Source: an optimization exercise on an open RTL-to-GDS flow (aim: small area, a short achievable clock period and few clock cycles per item). Production flows keep margins and buffers that such runs may drop.
At most, simulation tests tie the RTL to the original design; equivalence was not proved.
The RTL of runs 1 and 2 was laid out without a check of its function.
Power is estimated from default activity; no workload was simulated.

$ cat flow/config.mk
export PLATFORM = sky130hd
export DESIGN_NAME = align_rectangle_border_check
export DESIGN_NICKNAME = align_rectangle_border_check
export VERILOG_FILES = /design/flow/design.v
export SDC_FILE = /design/flow/constraint.sdc
export NUM_CORES = 4
export LEC_CHECK = 0
export ABC_CLOCK_PERIOD_IN_PS = 1800
export CAP_MARGIN = 20
export CORE_MARGIN = 2
export CORE_UTILIZATION = 40
export SETUP_SLACK_MARGIN = 2.5
export SLEW_MARGIN = 20
$ cat flow/constraint.sdc
create_clock -name core_clock -period 4.5 [get_ports {clk_i}]
set_input_delay 0.9000 -clock core_clock [delete_from_list [all_inputs] [get_ports {clk_i}]]
set_output_delay 0.9000 -clock core_clock [all_outputs]
set_load 0.01 [all_outputs]
$ cat flow/design.v
package arbc_pkg;
  localparam int IdxW       = 4;
  localparam int MatrixSize = 1 << IdxW;
  localparam int InTdataW  = 32;
  localparam int InTuserW  = 2;
  localparam int OutTdataW = 8;
  localparam int QDepth = 6;
  typedef logic [IdxW-1:0]       idx_t;
  typedef logic [MatrixSize-1:0] word_t;
  function automatic word_t onehot(idx_t i);
    word_t w;
    for (int k = 0; k < 16; k++) w[k] = (i == idx_t'(k));
    onehot = w;
  endfunction
  function automatic word_t span_mask(idx_t first, idx_t last);
    word_t w;
    for (int k = 0; k < 16; k++) begin
      w[k] = (k >= int'(first)) && (k <= int'(last));
    end
    span_mask = w;
  endfunction
endpackage
module arbc_border (
  input  arbc_pkg::idx_t  rf_i,
  input  arbc_pkg::idx_t  rl_i,
  input  arbc_pkg::idx_t  cf_i,
  input  arbc_pkg::idx_t  cl_i,
  input  arbc_pkg::word_t rows_i,
  input  logic            nz_rf_i,
  input  logic            nz_rl_i,
  input  arbc_pkg::word_t col_f_i,
  input  arbc_pkg::word_t col_l_i,
  output logic            ok_o
);
  arbc_pkg::word_t cm, rm;
  assign cm = arbc_pkg::span_mask(cf_i, cl_i);
  assign rm = arbc_pkg::span_mask(rf_i, rl_i);
  assign ok_o = nz_rf_i && nz_rl_i && ((rows_i & ~cm) == '0)
             && ((col_f_i & rm) != '0) && ((col_f_i & ~rm) == '0)
             && ((col_l_i & rm) != '0) && ((col_l_i & ~rm) == '0);
endmodule
module arbc_matrix (
  input  logic             clk_i,
  input  logic             rst_ni,
  input  logic             clr_i,
  input  logic             we_i,
  input  arbc_pkg::idx_t   row_i,
  input  arbc_pkg::idx_t   col_i,
  input  logic             cell_i,
  input  arbc_pkg::idx_t   rf_i,
  input  arbc_pkg::idx_t   rl_i,
  input  arbc_pkg::idx_t   cf_i,
  input  arbc_pkg::idx_t   cl_i,
  output arbc_pkg::word_t  rows_o,     
  output logic             nz_rf_o,    
  output logic             nz_rl_o,    
  output arbc_pkg::word_t  col_f_o,    
  output arbc_pkg::word_t  col_l_o     
);
  localparam int N = arbc_pkg::MatrixSize;
  logic [N-1:0][N-1:0] m_q;    
  logic [N-1:0]        rv_q;
  arbc_pkg::word_t row_dec, col_dec, wr_row;
  arbc_pkg::word_t dec_rf, dec_rl, dec_cf, dec_cl;
  arbc_pkg::word_t rsel, nzr;
  assign row_dec = arbc_pkg::onehot(row_i);
  assign col_dec = arbc_pkg::onehot(col_i);
  assign wr_row  = we_i ? row_dec : '0;
  always_ff @(posedge clk_i or negedge rst_ni) begin
    if (!rst_ni) begin
      rv_q <= '0;
    end else if (clr_i) begin
      rv_q <= '0;
    end else begin
      rv_q <= rv_q | wr_row;
    end
  end
  always_ff @(posedge clk_i) begin
    for (int r = 0; r < N; r++) begin
      for (int c = 0; c < N; c++) begin
        if (wr_row[r] && (col_dec[c] || !rv_q[r])) begin
          m_q[r][c] <= col_dec[c] && cell_i;
        end
      end
    end
  end
  assign dec_rf = arbc_pkg::onehot(rf_i);
  assign dec_rl = arbc_pkg::onehot(rl_i);
  assign dec_cf = arbc_pkg::onehot(cf_i);
  assign dec_cl = arbc_pkg::onehot(cl_i);
  assign rsel   = (dec_rf | dec_rl) & rv_q;
  always_comb begin
    rows_o = '0;
    for (int r = 0; r < N; r++) begin
      nzr[r]     = rv_q[r] && (m_q[r] != '0);
      rows_o     = rows_o | (rsel[r] ? m_q[r] : '0);
      col_f_o[r] = rv_q[r] && m_q[r][cf_i];
      col_l_o[r] = rv_q[r] && m_q[r][cl_i];
    end
  end
  assign nz_rf_o = (nzr & dec_rf) != '0;
  assign nz_rl_o = (nzr & dec_rl) != '0;
endmodule
module align_rectangle_border_check (
  input  logic                           clk_i,
  input  logic                           rst_ni,
  input  logic                           s_axis_tvalid,
  output logic                           s_axis_tready,
  input  logic [arbc_pkg::InTdataW-1:0]  s_axis_tdata,
  input  logic [arbc_pkg::InTuserW-1:0]  s_axis_tuser,
  output logic                           m_axis_tvalid,
  input  logic                           m_axis_tready,
  output logic [arbc_pkg::OutTdataW-1:0] m_axis_tdata
);
  localparam int D = arbc_pkg::QDepth;
  logic rdy_q;
  logic in_acc;
  logic           s0_clr_q, s0_we_q, s0_qry_q;
  arbc_pkg::idx_t s0_row_q, s0_col_q;
  logic           s0_cell_q;
  arbc_pkg::idx_t s0_rf_q, s0_rl_q, s0_cf_q, s0_cl_q;
  assign in_acc = s_axis_tvalid && rdy_q;
  always_ff @(posedge clk_i or negedge rst_ni) begin
    if (!rst_ni) begin
      s0_clr_q <= 1'b0;
      s0_we_q  <= 1'b0;
      s0_qry_q <= 1'b0;
    end else begin
      s0_clr_q <= in_acc && (s_axis_tuser == 2'd0);
      s0_we_q  <= in_acc && (s_axis_tuser == 2'd1);
      s0_qry_q <= in_acc && (s_axis_tuser == 2'd2);
    end
  end
  always_ff @(posedge clk_i) begin
    s0_row_q  <= s_axis_tdata[3:0];
    s0_col_q  <= s_axis_tdata[7:4];
    s0_cell_q <= s_axis_tdata[8];
    s0_rf_q   <= s_axis_tdata[12:9];
    s0_rl_q   <= s_axis_tdata[16:13];
    s0_cf_q   <= s_axis_tdata[20:17];
    s0_cl_q   <= s_axis_tdata[24:21];
  end
  arbc_pkg::word_t rows, col_f, col_l;
  logic            nz_rf, nz_rl;
  arbc_matrix u_matrix (
    .clk_i   (clk_i),
    .rst_ni  (rst_ni),
    .clr_i   (s0_clr_q),
    .we_i    (s0_we_q),
    .row_i   (s0_row_q),
    .col_i   (s0_col_q),
    .cell_i  (s0_cell_q),
    .rf_i    (s0_rf_q),
    .rl_i    (s0_rl_q),
    .cf_i    (s0_cf_q),
    .cl_i    (s0_cl_q),
    .rows_o  (rows),
    .nz_rf_o (nz_rf),
    .nz_rl_o (nz_rl),
    .col_f_o (col_f),
    .col_l_o (col_l)
  );
  logic            s2_qry_q;
  arbc_pkg::word_t s2_rows_q, s2_col_f_q, s2_col_l_q;
  logic            s2_nz_rf_q, s2_nz_rl_q;
  arbc_pkg::idx_t  s2_rf_q, s2_rl_q, s2_cf_q, s2_cl_q;
  always_ff @(posedge clk_i or negedge rst_ni) begin
    if (!rst_ni) begin
      s2_qry_q <= 1'b0;
    end else begin
      s2_qry_q <= s0_qry_q;
    end
  end
  always_ff @(posedge clk_i) begin
    s2_rows_q  <= rows;
    s2_col_f_q <= col_f;
    s2_col_l_q <= col_l;
    s2_nz_rf_q <= nz_rf;
    s2_nz_rl_q <= nz_rl;
    s2_rf_q    <= s0_rf_q;
    s2_rl_q    <= s0_rl_q;
    s2_cf_q    <= s0_cf_q;
    s2_cl_q    <= s0_cl_q;
  end
  logic ok;
  arbc_border u_border (
    .rf_i    (s2_rf_q),
    .rl_i    (s2_rl_q),
    .cf_i    (s2_cf_q),
    .cl_i    (s2_cl_q),
    .rows_i  (s2_rows_q),
    .nz_rf_i (s2_nz_rf_q),
    .nz_rl_i (s2_nz_rl_q),
    .col_f_i (s2_col_f_q),
    .col_l_i (s2_col_l_q),
    .ok_o    (ok)
  );
  logic s3_qry_q, s3_flag_q;
  always_ff @(posedge clk_i or negedge rst_ni) begin
    if (!rst_ni) begin
      s3_qry_q <= 1'b0;
    end else begin
      s3_qry_q <= s2_qry_q;
    end
  end
  always_ff @(posedge clk_i) begin
    s3_flag_q <= ok;
  end
  logic [D-1:0] q_v_q, q_d_q;
  logic [D-1:0] v_pop, v_hold, d_pop, d_hold;
  always_comb begin
    for (int i = 0; i < D; i++) begin
      if (i == D - 1) begin
        v_pop[i] = s3_qry_q && q_v_q[i];
        d_pop[i] = s3_flag_q;
      end else begin
        v_pop[i] = q_v_q[i+1] || (s3_qry_q && (q_v_q[i] || (i == 0)));
        d_pop[i] = q_v_q[i+1] ? q_d_q[i+1] : s3_flag_q;
      end
      if (i == 0) begin
        v_hold[i] = q_v_q[i] || s3_qry_q;
      end else begin
        v_hold[i] = q_v_q[i] || (s3_qry_q && q_v_q[i-1]);
      end
      d_hold[i] = q_v_q[i] ? q_d_q[i] : s3_flag_q;
    end
  end
  always_ff @(posedge clk_i or negedge rst_ni) begin
    if (!rst_ni) begin
      q_v_q <= '0;
    end else begin
      q_v_q <= m_axis_tready ? v_pop : v_hold;
    end
  end
  always_ff @(posedge clk_i) begin
    q_d_q <= m_axis_tready ? d_pop : d_hold;
  end
  logic [1:0] n_pipe;
  logic       rdy_d;
  assign n_pipe = 2'(s0_qry_q) + 2'(s2_qry_q) + 2'(s3_qry_q);
  assign rdy_d  = !q_v_q[D - 2 - 32'(n_pipe)];
  always_ff @(posedge clk_i or negedge rst_ni) begin
    if (!rst_ni) begin
      rdy_q <= 1'b0;
    end else begin
      rdy_q <= rdy_d;
    end
  end
  assign s_axis_tready = rdy_q;
  assign m_axis_tvalid = q_v_q[0];
  assign m_axis_tdata  = {{(arbc_pkg::OutTdataW - 1){1'b0}}, q_d_q[0]};
endmodule
$ cat flow/run.sh
#!/bin/bash
# synth_recipe.tcl (not shown) runs the flow's synth.tcl, then flattens the netlist and writes it again
# the make line also repeats each setting of config.mk as NAME=value (left out here)
make -C /OpenROAD-flow-scripts/flow DESIGN_CONFIG=/design/flow/config.mk WORK_HOME=/design/flow/orfs CLKGATE_MAP_FILE= SYNTH_SCRIPT=/design/flow/synth_recipe.tcl finish
==> results of run 1 <==
==> cell usage in the layout, fill, tap and decap left out, drive strengths merged, types with 5 or more instances in the layout <==
master and n:
inv 32, o22ai 10, dfrtp 28, nand2b 9, o2111ai 5, or2 5
conb 7, and2 41, clkbuf 55, nor2 54, mux2i 8, a222oi 5
mux4 163, clkdlybuf4s50 28, a21oi 287, o32ai 6, nand3 20, clkinv 19
nand4b 6, dfxtp 97, nor4 69, a22oi 43, edfxtp 257, and3 11
a221oi 56, o21ai 13, nor2b 10, nand2 42, a41oi 12, buf 213
nand4 21, a22o 52
==> power breakdown <==
group / switching [mW] / internal [mW]
Sequential: 0.129 / 3.76
Combinational: 0.401 / 0.354
Clock: 1.49 / 1.99
Total: 2.02 / 6.10
==> metrics by stage <==
step | area [um^2] | total power [mW] | utilization [%] | hold WS [ps] | instances
3_5_place_dp | 21100 | 4.43 | 41.3 | 372 | 2175
4_1_cts | 25700 | 8.05 | 50.2 | 385 | 2401
3_3_place_gp | 21100 | 4.42 | 41.3 | 365 | 2175
5_1_grt | 26300 | 8.29 | 51.4 | 408 | 2433
6_report | 26300 | 8.12 | 51.4 | 386 | 2435
2_1_floorplan | 20700 | 4.26 | - | 326 | 1605
==> final cells by class <==
cell class / count / area share [%]
antenna: 2 / 0.0190
clock buffer: 55 / 4.50
timing repair buffer: 242 / 10.9
tap: 680 / 3.23
inverter: 30 / 0.442
sequential: 382 / 39.7
clock inverter: 24 / 0.708
multi-input combinational: 1020 / 40.5
==> cell families after synthesis <==
logic type,share of synthesized area (%)
buf+inv,5.39
flops,50.2
compound gates,16.9
mux,19.1
other cells,0.0182
fa+ha+maj,0.182
simple gates,8.25
==> final timing paths <==
kind / endpoint / start / slack [ps] / cells after the start
setup / recovery: s2_nz_rf_q / u_matrix.m_q[123] / 2100 / 6
hold / removal: s3_qry_q / s2_qry_q / 390 / 0
setup reg to reg: s2_nz_rf_q / u_matrix.m_q[123] / 2100 / 6
hold reg to reg: s3_qry_q / s2_qry_q / 390 / 0
max in group asynchronous: u_matrix.rv_q[7] / rst_ni / 3450 / 1
min in group asynchronous: s0_qry_q / rst_ni / 410 / 1
==> state kept, by name, summed over array words and instances, names as in the netlist, 4 cells and up <==
register / flops
u_matrix.m_q: 256
s2_col_f_q: 16
s2_col_l_q: 16
s2_rows_q: 16
u_matrix.rv_q: 16
q_d_q: 6
q_v_q: 6
s0_cf_q: 4
s0_cl_q: 4
s0_col_q: 4
s0_rf_q: 4
s0_rl_q: 4
s0_row_q: 4
s2_cf_q: 4
s2_cl_q: 4
s2_rf_q: 4
s2_rl_q: 4
==> layer usage <==
layer  vias to the layer above  GRT usage (%)
met5                         -              0
met4                         2           16.4
met3                       389           12.4
met2                      1716           49.8
met1                      8828           39.7
li1                       6825              -
==> repair_timing <==
action                     CTS  global route
cloned                      19             0
resized for setup          407            71
pin swaps                   58            38
setup buffers              128            32
setup endpoints to repair  517           379
==> out/metrics.yaml, run 1 <==
ant_nets: 0
gp_congestion: 1.08
crit_required_ps: 4960
multi_input_area_mm2: 0.0107
synth.distinct_cells: 76
grt_pass1_vias: 16573
synth_top_area_share_pct: 37.4
port_buffers: 33
dr.pass1.iters: 7
postSynthCellCount: 1599
wl_met3_mm: 13.2
cp.arrival_ps: 2860
wl_met2_mm: 39.1
async_flop_share_pct: 7.33
fin_skew_ps: 23.1
cp_top_family: "simple AND/OR/NAND/NOR gates"
cts_buffers: 43
n_fill_cell: 4193
drive_above_1_share_pct: 40.6
critPathCaptureType: "register"
synth-seq-cells: 382
start_util_pct: 40.3
slew_viol_final: 0
grt_setup_unrepaired: "true"
wl_per_cell_um: 36.0
fin_nets: 1760
core-area_mm2: 0.0512
synth.area.top_cells: "edfxtp_1, mux4_2, dfxtp_1"
grt_pass1_wl_mm: 123
yosys.area.top_type: "edfxtp_1"
pre_cts_ws_ps: 1570
area_delta_synth_final_pct: 27.5
overflow: 0
finalSetupViolations: 0
synth_edf_count: 257
antenna_found_initial: 4
crit_path_start_kind: "register"
path_cells: "nor4_4 -> a41oi_4 -> mux4_2 -> inv_1 -> o22ai_1 -> or3_1"
synth_common_cells: "a21oi_1, edfxtp_1, mux4_2, dfxtp_1, clkbuf_1"
clockRootBuffer: "clkbuf_16"
hpwlAfterDp_mm: 57.0
drtIter0Drc: 3300
cts_max_path_buffers: 3
period_share_pct: 53.3
vias_per_cell: 7.29
critical_path_class: "reg -> reg"
power.density_mw_per_mm2: 308
synth.most_common_cell: "a21oi_1"
wl_mm: 87.7
cts_sinks: 382
fin_ws_ps: 2100
grt_max_degree: 42
grt.total_usage_pct: 32.4
p_leak_nw: 9.76
ys_seq_area_share_pct: 50.2
max_slew_margin_pct: 18.4
num_io_pins: 48
holdBufCountCts: 0
drv_cap: 0
irDropWorstVdd_mv: 0.253
syn_avg_cell_area_um2: 12.9
ys_warn_count: 3
synth_ff_type: "edfxtp_1"
cp_slowest_stage_delay_ps: 590
finalHoldViolCount: 0
drc: 0
die_h_um: 231
fp.dieArea_mm2: 0.0535
crit_fanout: 2
htreeDepth: 2
hold_path_class: "reg -> reg"
maxUsedRoutingLayer: "met5"
clk_latency_ps: 600
drt-met1-wl_mm: 29.3
tns_ps: 0
rows: 83
crit_buf_inv: 1
clk_pin_slew_ps: 60
dieWidth_um: 231
crit_path_top_delay_cell: "nor4_4"
register_area_mm2: 0.0105
cts_tree: "yes"
worst_slew_pin_slew_ps: 1220
finalCriticalPeriod_ps: 2400
num_vias: 17760
netlist_area_mm2: 0.0207
fmax_ghz: 0.417
status: "finished clean"
==> run 2, diff against run 1 <==
--- a/flow/config.mk
+++ b/flow/config.mk
@@ -5,9 +5,9 @@
 export SDC_FILE = /design/flow/constraint.sdc
 export NUM_CORES = 4
 export LEC_CHECK = 0
-export ABC_CLOCK_PERIOD_IN_PS = 1800
+export ABC_CLOCK_PERIOD_IN_PS = 2000
 export CAP_MARGIN = 20
 export CORE_MARGIN = 2
-export CORE_UTILIZATION = 40
-export SETUP_SLACK_MARGIN = 2.5
+export CORE_UTILIZATION = 55
+export SETUP_SLACK_MARGIN = 2.0
 export SLEW_MARGIN = 20
==> out/metrics.yaml, run 2 <==
grt_util_met3_pct: 14.2  # +1.8 points
netlist_area_mm2: 0.0207  # unchanged
ys_warn_count: 3  # unchanged
crit_path_start_kind: "register"
largest_reg_flops: 256  # unchanged
die_h_um: 198  # -14%
fin_hold_ws_ps: 380  # -6.22 ps
irDropWorstVdd_mv: 0.381  # +50%
grt_pass1_wl_mm: 111  # -10%
grt.busiest_layer: "met2"
totalPowerFinal_mw: 8.01  # -1.4%
overflow: 0  # unchanged
synth_top_area_share_pct: 37.4  # unchanged
synth_common_cells: "a21oi_1, edfxtp_1, mux4_2, dfxtp_1, clkbuf_1"
syn_avg_cell_area_um2: 12.9  # unchanged
n_fill_cell: 2896  # -31%
synth.area.top_cells: "edfxtp_1, mux4_2, dfxtp_1"
htreeDepth: 2  # unchanged
grtUsageMet1_pct: 52.2  # +13 points
multi_input_area_mm2: 0.00962  # -9.8%
postPlaceCellArea_mm2: 0.0209  # -1.3%
finalSetupViolations: 0  # unchanged
crit_required_ps: 4940  # -20 ps
async_flop_share_pct: 7.33  # unchanged
fin_nets: 1587  # -9.8%
synth.most_common_cell: "a21oi_1"
pre_cts_ws_ps: 1620  # +42.6 ps
grt_pass1_vias: 15221  # -8.2%
drive_above_1_share_pct: 19.6  # -21 points
num_vias: 16269  # -8.4%
grt_max_degree: 37  # -12%
cts_max_path_buffers: 3  # unchanged
clockRootBuffer: "clkbuf_16"
yosys.area.top_type: "edfxtp_1"
antenna_found_initial: 5  # +1
p_leak_nw: 8.45  # -13%
start_util_pct: 56.2  # +16 points
period_share_pct: 56.5  # +3.2 points
ys_seq_area_share_pct: 50.2  # unchanged
hold_path_class: "reg -> reg"
dieWidth_um: 198  # -14%
clk_pin_slew_ps: 60  # about the same
utilization_pct: 62.3  # +11 points
critPathCaptureType: "register"
synth_edf_count: 257  # unchanged
ant_nets: 0  # unchanged
port_buffers: 33  # unchanged
final_common_cell: "a21oi_1"
finalCriticalPeriod_ps: 2540  # +143 ps
slew_viol_final: 0  # unchanged
clk_latency_ps: 590  # about the same
grt_setup_unrepaired: "true"
max_slew_margin_pct: 20.3  # +1.9 points
largest_register: "u_matrix.m_q"
final_cells: 2048  # -16%
power.density_mw_per_mm2: 350  # +13%
drc: 0  # unchanged
tns_ps: 0  # unchanged
dpl.cell_count: 1958  # -10%
fin_area_mm2: 0.0229  # -13%
critical_path_class: "reg -> reg"
fp.dieArea_mm2: 0.0391  # -27%
mostFrequentLayoutCells: "a21oi_1, edfxtp_1, mux4_2"
gp_congestion: 1.06  # -1.8%
synth.distinct_cells: 76  # unchanged
postSynthCellCount: 1599  # unchanged
drtIter0Drc: 3124  # -5.3%
grtUsageMet2_pct: 62.9  # +13 points
crit_fanout: 4  # +2
cts_tree: "yes"
finalHoldViolCount: 0  # unchanged
wl_per_cell_um: 38.3  # +6.3%
dr.pass1.iters: 8  # +1
synth_ff_type: "edfxtp_1"
grt.total_usage_pct: 40.6  # +8.2 points
synth-seq-cells: 382  # unchanged
vias_per_cell: 7.94  # +8.9%
hpwlAfterDp_mm: 56.6  # -0.83%
fin_ws_ps: 1960  # -143 ps
cts_sinks: 382  # unchanged
cp.arrival_ps: 2980  # +120 ps
cts_buffers: 42  # -2.3%
rows: 70  # -16%
wl_mm: 78.4  # -11%
num_io_pins: 48  # unchanged
core-area_mm2: 0.0368  # -28%
fmax_ghz: 0.394  # -5.6%
drv_cap: 0  # unchanged
worst_slew_pin_slew_ps: 1190  # -27.9 ps
area_delta_synth_final_pct: 10.9
fin_skew_ps: 26.3  # +3.17 ps
register_area_mm2: 0.0104  # -0.69%
status: "finished clean"
## run 2: cells by family after synthesis
kind of cell	synth area share, %
AOI/OAI and AO/OA	16.9
DFF	50.2
and+or+nand+nor	8.25
buffers and inverters	5.39
muxes	19.1
adders and majority gates	0.182
other	0.0182
## run 2: what timing repair did
action	CTS	global route
setup endpoints to repair	201	102
resized for setup	43	49
pin swaps	2	4
buffers inserted	8	3
hold buffers	0	0
## run 2: path summary, 6_finish.rpt
check                                   from           endpoint  slack (ps)  cells past startpoint
setup / recovery           u_matrix.m_q[142]         s2_nz_rl_q        1960                      5
hold / removal                      s0_qry_q           s2_qry_q         380                      0
setup reg to reg           u_matrix.m_q[142]         s2_nz_rl_q        1960                      5
hold reg to reg                     s0_qry_q           s2_qry_q         380                      0
max in group asynchronous             rst_ni  u_matrix.rv_q[13]        3520                      1
min in group asynchronous             rst_ni   u_matrix.rv_q[0]         410                      1
## run 2: area by class of cell
cell class	instances	area share [%]
clock inverters	20	0.770
inverters	30	0.491
repair buffers	70	3.28
diodes	1	0.0109
clock buffers	57	5.52
multi-input cells	1020	42.0
flip-flops and latches	382	45.4
well taps	468	2.56
## run 2: worst max-delay path: stages (launching register included)
cell       delay [ps]
edfxtp_1          510
nor4_1            570
a41oi_2           370
a2bb2oi_1         300
o32ai_1           110
or4b_1            530
## run 2: routing by layer
metal	wire length, um	vias up
met3	11200	262
li1	-	6476
met4	4390	4
met1	27300	8127
met2	35400	1400
met5	33	-
## run 2: report_power, final
group,leakage (nW),internal [mW],total (mW),switching [mW]
clock network,0.713,2.14,3.61,1.47
logic,3.71,0.212,0.487,0.276
registers,4.02,3.76,3.91,0.150
==> run 3, diff against run 2 <==
--- a/flow/design.v
+++ b/flow/design.v
@@ -9,7 +9,8 @@
   typedef logic [MatrixSize-1:0] word_t;
   function automatic word_t onehot(idx_t i);
     word_t w;
-    for (int k = 0; k < 16; k++) w[k] = (i == idx_t'(k));
+    w = '0;
+    w[i] = 1'b1;
     onehot = w;
   endfunction
   function automatic word_t span_mask(idx_t first, idx_t last);
@@ -94,8 +95,8 @@
     for (int r = 0; r < N; r++) begin
       nzr[r]     = rv_q[r] && (m_q[r] != '0);
       rows_o     = rows_o | (rsel[r] ? m_q[r] : '0);
-      col_f_o[r] = rv_q[r] && m_q[r][cf_i];
-      col_l_o[r] = rv_q[r] && m_q[r][cl_i];
+      col_f_o[r] = rv_q[r] && ((m_q[r] & dec_cf) != '0);
+      col_l_o[r] = rv_q[r] && ((m_q[r] & dec_cl) != '0);
     end
   end
   assign nz_rf_o = (nzr & dec_rf) != '0;
--- a/flow/config.mk
+++ b/flow/config.mk
@@ -5,9 +5,7 @@
 export SDC_FILE = /design/flow/constraint.sdc
 export NUM_CORES = 4
 export LEC_CHECK = 0
-export ABC_CLOCK_PERIOD_IN_PS = 2000
 export CAP_MARGIN = 20
 export CORE_MARGIN = 2
-export CORE_UTILIZATION = 55
-export SETUP_SLACK_MARGIN = 2.0
+export CORE_UTILIZATION = 40
 export SLEW_MARGIN = 20
==> out/metrics.yaml, run 3 <==
gp_congestion: 1.09  # +2.1%
wl_per_cell_um: 43.9  # +15%
overflow: 0  # unchanged
synth_edf_count: 257  # unchanged
crit_fanout: 16  # +12
fin_nets: 2359  # +49%
vias_per_cell: 7.75  # -2.4%
crit_buf_inv: 1  # +1
clk_pin_slew_ps: 60  # about the same
p_seq_share_pct: 45.5  # -3.3 points
hold_end: "s3_qry_q"
synth_top_area_share_pct: 35.5  # -1.9 points
synth-seq-cells: 382  # unchanged
finalCriticalPeriod_ps: 3920  # +1380 ps
largest_register: "u_matrix.m_q"
rr_endpoint: "s2_rows_q[11]"
die_h_um: 237  # +20%
drtIter0Drc: 4892  # +57%
tns_ps: 0  # unchanged
async_flop_share_pct: 7.33  # unchanged
holdCritStartpoint: "s2_qry_q"
clockPowerShare_pct: 43.5  # -1.6 points
core-area_mm2: 0.0538  # +46%
num_io_pins: 48  # unchanged
cts_tree: "yes"
rows: 85  # +21%
cts_buffers: 46  # +9.5%
cp_top_family: "compound AO/OA/AOI/OAI gates"
grt_pass1_wl_mm: 180  # +63%
r2r-start: "s0_rf_q[1]"
max_slew_margin_pct: 11.7  # -8.6 points
hold_path_class: "reg -> reg"
cp.arrival_ps: 4320  # +1340 ps
grt_max_degree: 43  # +16%
swShare_pct: 28.0  # +4.4 points
path_cells: "inv_1 -> ha_1 -> or2_1 -> a21oi_1 -> o21ai_0 -> a21oi_2 -> a22o_1 -> a221oi_1 -> nand4_1"
ys_warn_count: 3  # unchanged
crit_path_top_delay_cell: "o21ai_0"
period_share_pct: 87.0  # +31 points
net-switching-power_mw: 2.41  # +27%
dr.pass1.iters: 7  # -1
critical_path_class: "reg -> reg"
drv_cap: 0  # unchanged
yosys.area.top_type: "edfxtp_1"
syn_avg_cell_area_um2: 9.68  # -25%
synth_common_cells: "a21oi_1, edfxtp_1, clkbuf_1, a22oi_1, nand2_1"
reg2regPathDepth: 9  # +4
p_int_mw: 6.20  # +1.3%
crit_required_ps: 4900  # -40 ps
fin_skew_ps: 17.8  # -8.52 ps
htreeDepth: 2  # unchanged
slew_viol_final: 0  # unchanged
reg2reg_slack_ps: 580  # -1380 ps
totalPowerFinal_mw: 8.61  # +7.5%
ys_seq_area_share_pct: 47.6  # -2.5 points
cts_max_path_buffers: 3  # unchanged
num_vias: 23512  # +45%
n_fill_cell: 5127  # +77%
netlist_area_mm2: 0.0218  # +5.4%
postSynthCellCount: 2248  # +41%
synth.distinct_cells: 93  # +22%
synth.most_common_cell: "a21oi_1"
synth_ff_type: "edfxtp_1"
dieWidth_um: 237  # +20%
port_buffers: 33  # unchanged
start_util_pct: 40.4  # -16 points
final_common_cell: "a21oi_1"
hold_path_depth: 0  # unchanged
grt_setup_unrepaired: "false"
area_delta_synth_final_pct: 14.8
crit_path_start_kind: "register"
cts_resized: 0  # -100%
fmax_ghz: 0.255  # -35%
hpwlAfterDp_mm: 95.8  # +69%
cp_slowest_stage_delay_ps: 680  # +110 ps
startpoint: "s0_rf_q[1]"
finalSetupViolations: 0  # unchanged
p_leak_nw: 8.86  # +4.9%
worst_slew_pin_slew_ps: 1310  # +113 ps
antenna_found_initial: 9  # +4
ant_nets: 0  # unchanged
drive_above_1_share_pct: 12.4  # -7.2 points
clk_latency_ps: 610  # +20 ps
synth.area.top_cells: "edfxtp_1, dfxtp_1, a21oi_1"
grt_pass1_vias: 21751  # +43%
wl_mm: 133  # +70%
status: "finished clean"
mostFrequentLayoutCells: "a21oi_1, edfxtp_1, buf_4"
power.density_mw_per_mm2: 345  # -1.4%
holdBufCountCts: 0  # unchanged
fp.dieArea_mm2: 0.0563  # +44%
cts_sinks: 382  # unchanged
drc: 0  # unchanged
utilization_pct: 46.4  # -16 points
clockRootBuffer: "clkbuf_16"
irDropWorstVdd_mv: 0.302  # -21%
share_comb_of_total_power_pct: 11.0  # +4.9 points
largest_reg_flops: 256  # unchanged
post_cts_buffers: 0  # -8
finalHoldViolCount: 0  # unchanged
grt.total_usage_pct: 46.3  # +5.7 points
critPathCaptureType: "register"
-- run 3: changes by cell type after synthesis, sizes merged, moves of 58 or more --
cell   previous run  this run
mux4            163         1
a22oi            43       146
nand2            42       142
nand3            20       103
nor2             54       114
a21oi           287       345
-- run 3: area by class of cell --
type,instances,area (um^2),share of cell area [%]
antenna,7,17.5,0.0701
clock buffer,63,1310,5.23
clock inverter,22,178,0.711
inverter,42,158,0.631
multi-input combinational,1623,10500,41.8
sequential,382,10400,41.5
tap,696,871,3.49
timing repair buffer,199,1640,6.57
-- run 3: routing by layer --
layer	part of all wire, %	vias to the layer above	routed length, um	track usage (%)
met5	0.020	-	26	0
met3	15	535	20200	18.9
met1	36	11539	48500	58.7
met4	7.4	4	9880	27.8
met2	41	2225	54600	65.7
li1	-	9209	-	-
-- run 3: how the worst max path moves through the flow --
stage	end	slack (ps)	depth (start not counted)
2_1_floorplan	s2_rows_q[11]	2020	11
3_3_place_gp	s2_rows_q[11]	980	9
3_5_place_dp	s2_rows_q[10]	930	9
4_1_cts	s2_rows_q[10]	900	9
5_1_grt	s2_rows_q[12]	550	9
6_report	s2_rows_q[11]	580	9
-- run 3: cell families (layout without fill, tap and decap cells) --
group | count (synthesis) | after routing | share of synthesized area [%]
multiplexers | 9 | 9 | 0.489
other | 1 | 14 | 0.0172
flip-flops | 382 | 382 | 47.6
buffers and inverters | 249 | 326 | 4.78
XOR/XNOR | 8 | 8 | 0.356
AO/OA/AOI/OAI | 980 | 980 | 31.4
adder cells (fa/ha/maj) | 27 | 27 | 1.55
AND/OR/NAND/NOR | 592 | 592 | 13.8
-- run 3: power groups by stage --
stage                     Combinational (mW)  Clock, mW  Sequential (mW)
after CTS                              0.886       3.76             3.91
after floorplan                        0.490          0             3.88
after global routing                   0.947       3.89             3.92
final                                  0.946       3.75             3.92
after global placement                 0.879          0             3.98
after detailed placement               0.881          0             3.98
-- run 3: worst reg2reg max path, cell delays in order (launching register included) --
cell and delay (ps):
dfxtp_1 440, inv_1 140, ha_1 390, or2_1 290, a21oi_1 130, o21ai_0 680
a21oi_2 430, a22o_1 340, a221oi_1 590, nand4_1 290
-- run 3: through the flow --
stage	hold slack, ps	cells	setup WS [ps]	cell area, um^2
2_1_floorplan	326	2254	2020	21800
3_3_place_gp	360	2941	978	23500
3_5_place_dp	368	2941	928	23500
4_1_cts	385	3026	904	24900
5_1_grt	390	3030	549	25000
6_report	380	3034	584	25000
Testbench counts of run 3, summed over its fixed seeds: cycles 24,107, items 24,075.

[separate check: timing with driven ports]
No port has a modelled driver above. Below, the same layouts with a new extraction and two added sets of constraints.
Step 1 sets driving cells, clkbuf_16 on the clock port and buf_2 on the other inputs (assumed; they add their load-dependent delay and slew).
Step 2, shift: input delay + t, output delay - t, t = (earliest + latest rising clock arrival at the registers) / 2. This alone moves slack from input paths to output paths.
Three values: ideal, step 1, step 2; two values: the first two.
| run | shift t [ns] | slack for setup (ns) | clock arrival spread, ns | cell pins on the clock port's net |
|---|---|---|---|---|
| run 1 | 0.649 | 2.103 / 2.103 / 2.103 | 0.026 / 0.027 | 1 |
| run 2 | 0.639 | 1.959 / 1.959 / 1.848 | 0.026 / 0.027 | 1 |
| run 3 | 0.660 | 0.584 / 0.584 / 0.584 | 0.018 / 0.018 | 1 |
After both steps setup and hold are still met in every run listed. The setup slack of run 2, which loses most, moves by 0.000 ns with the drivers and by -0.111 ns with both steps.
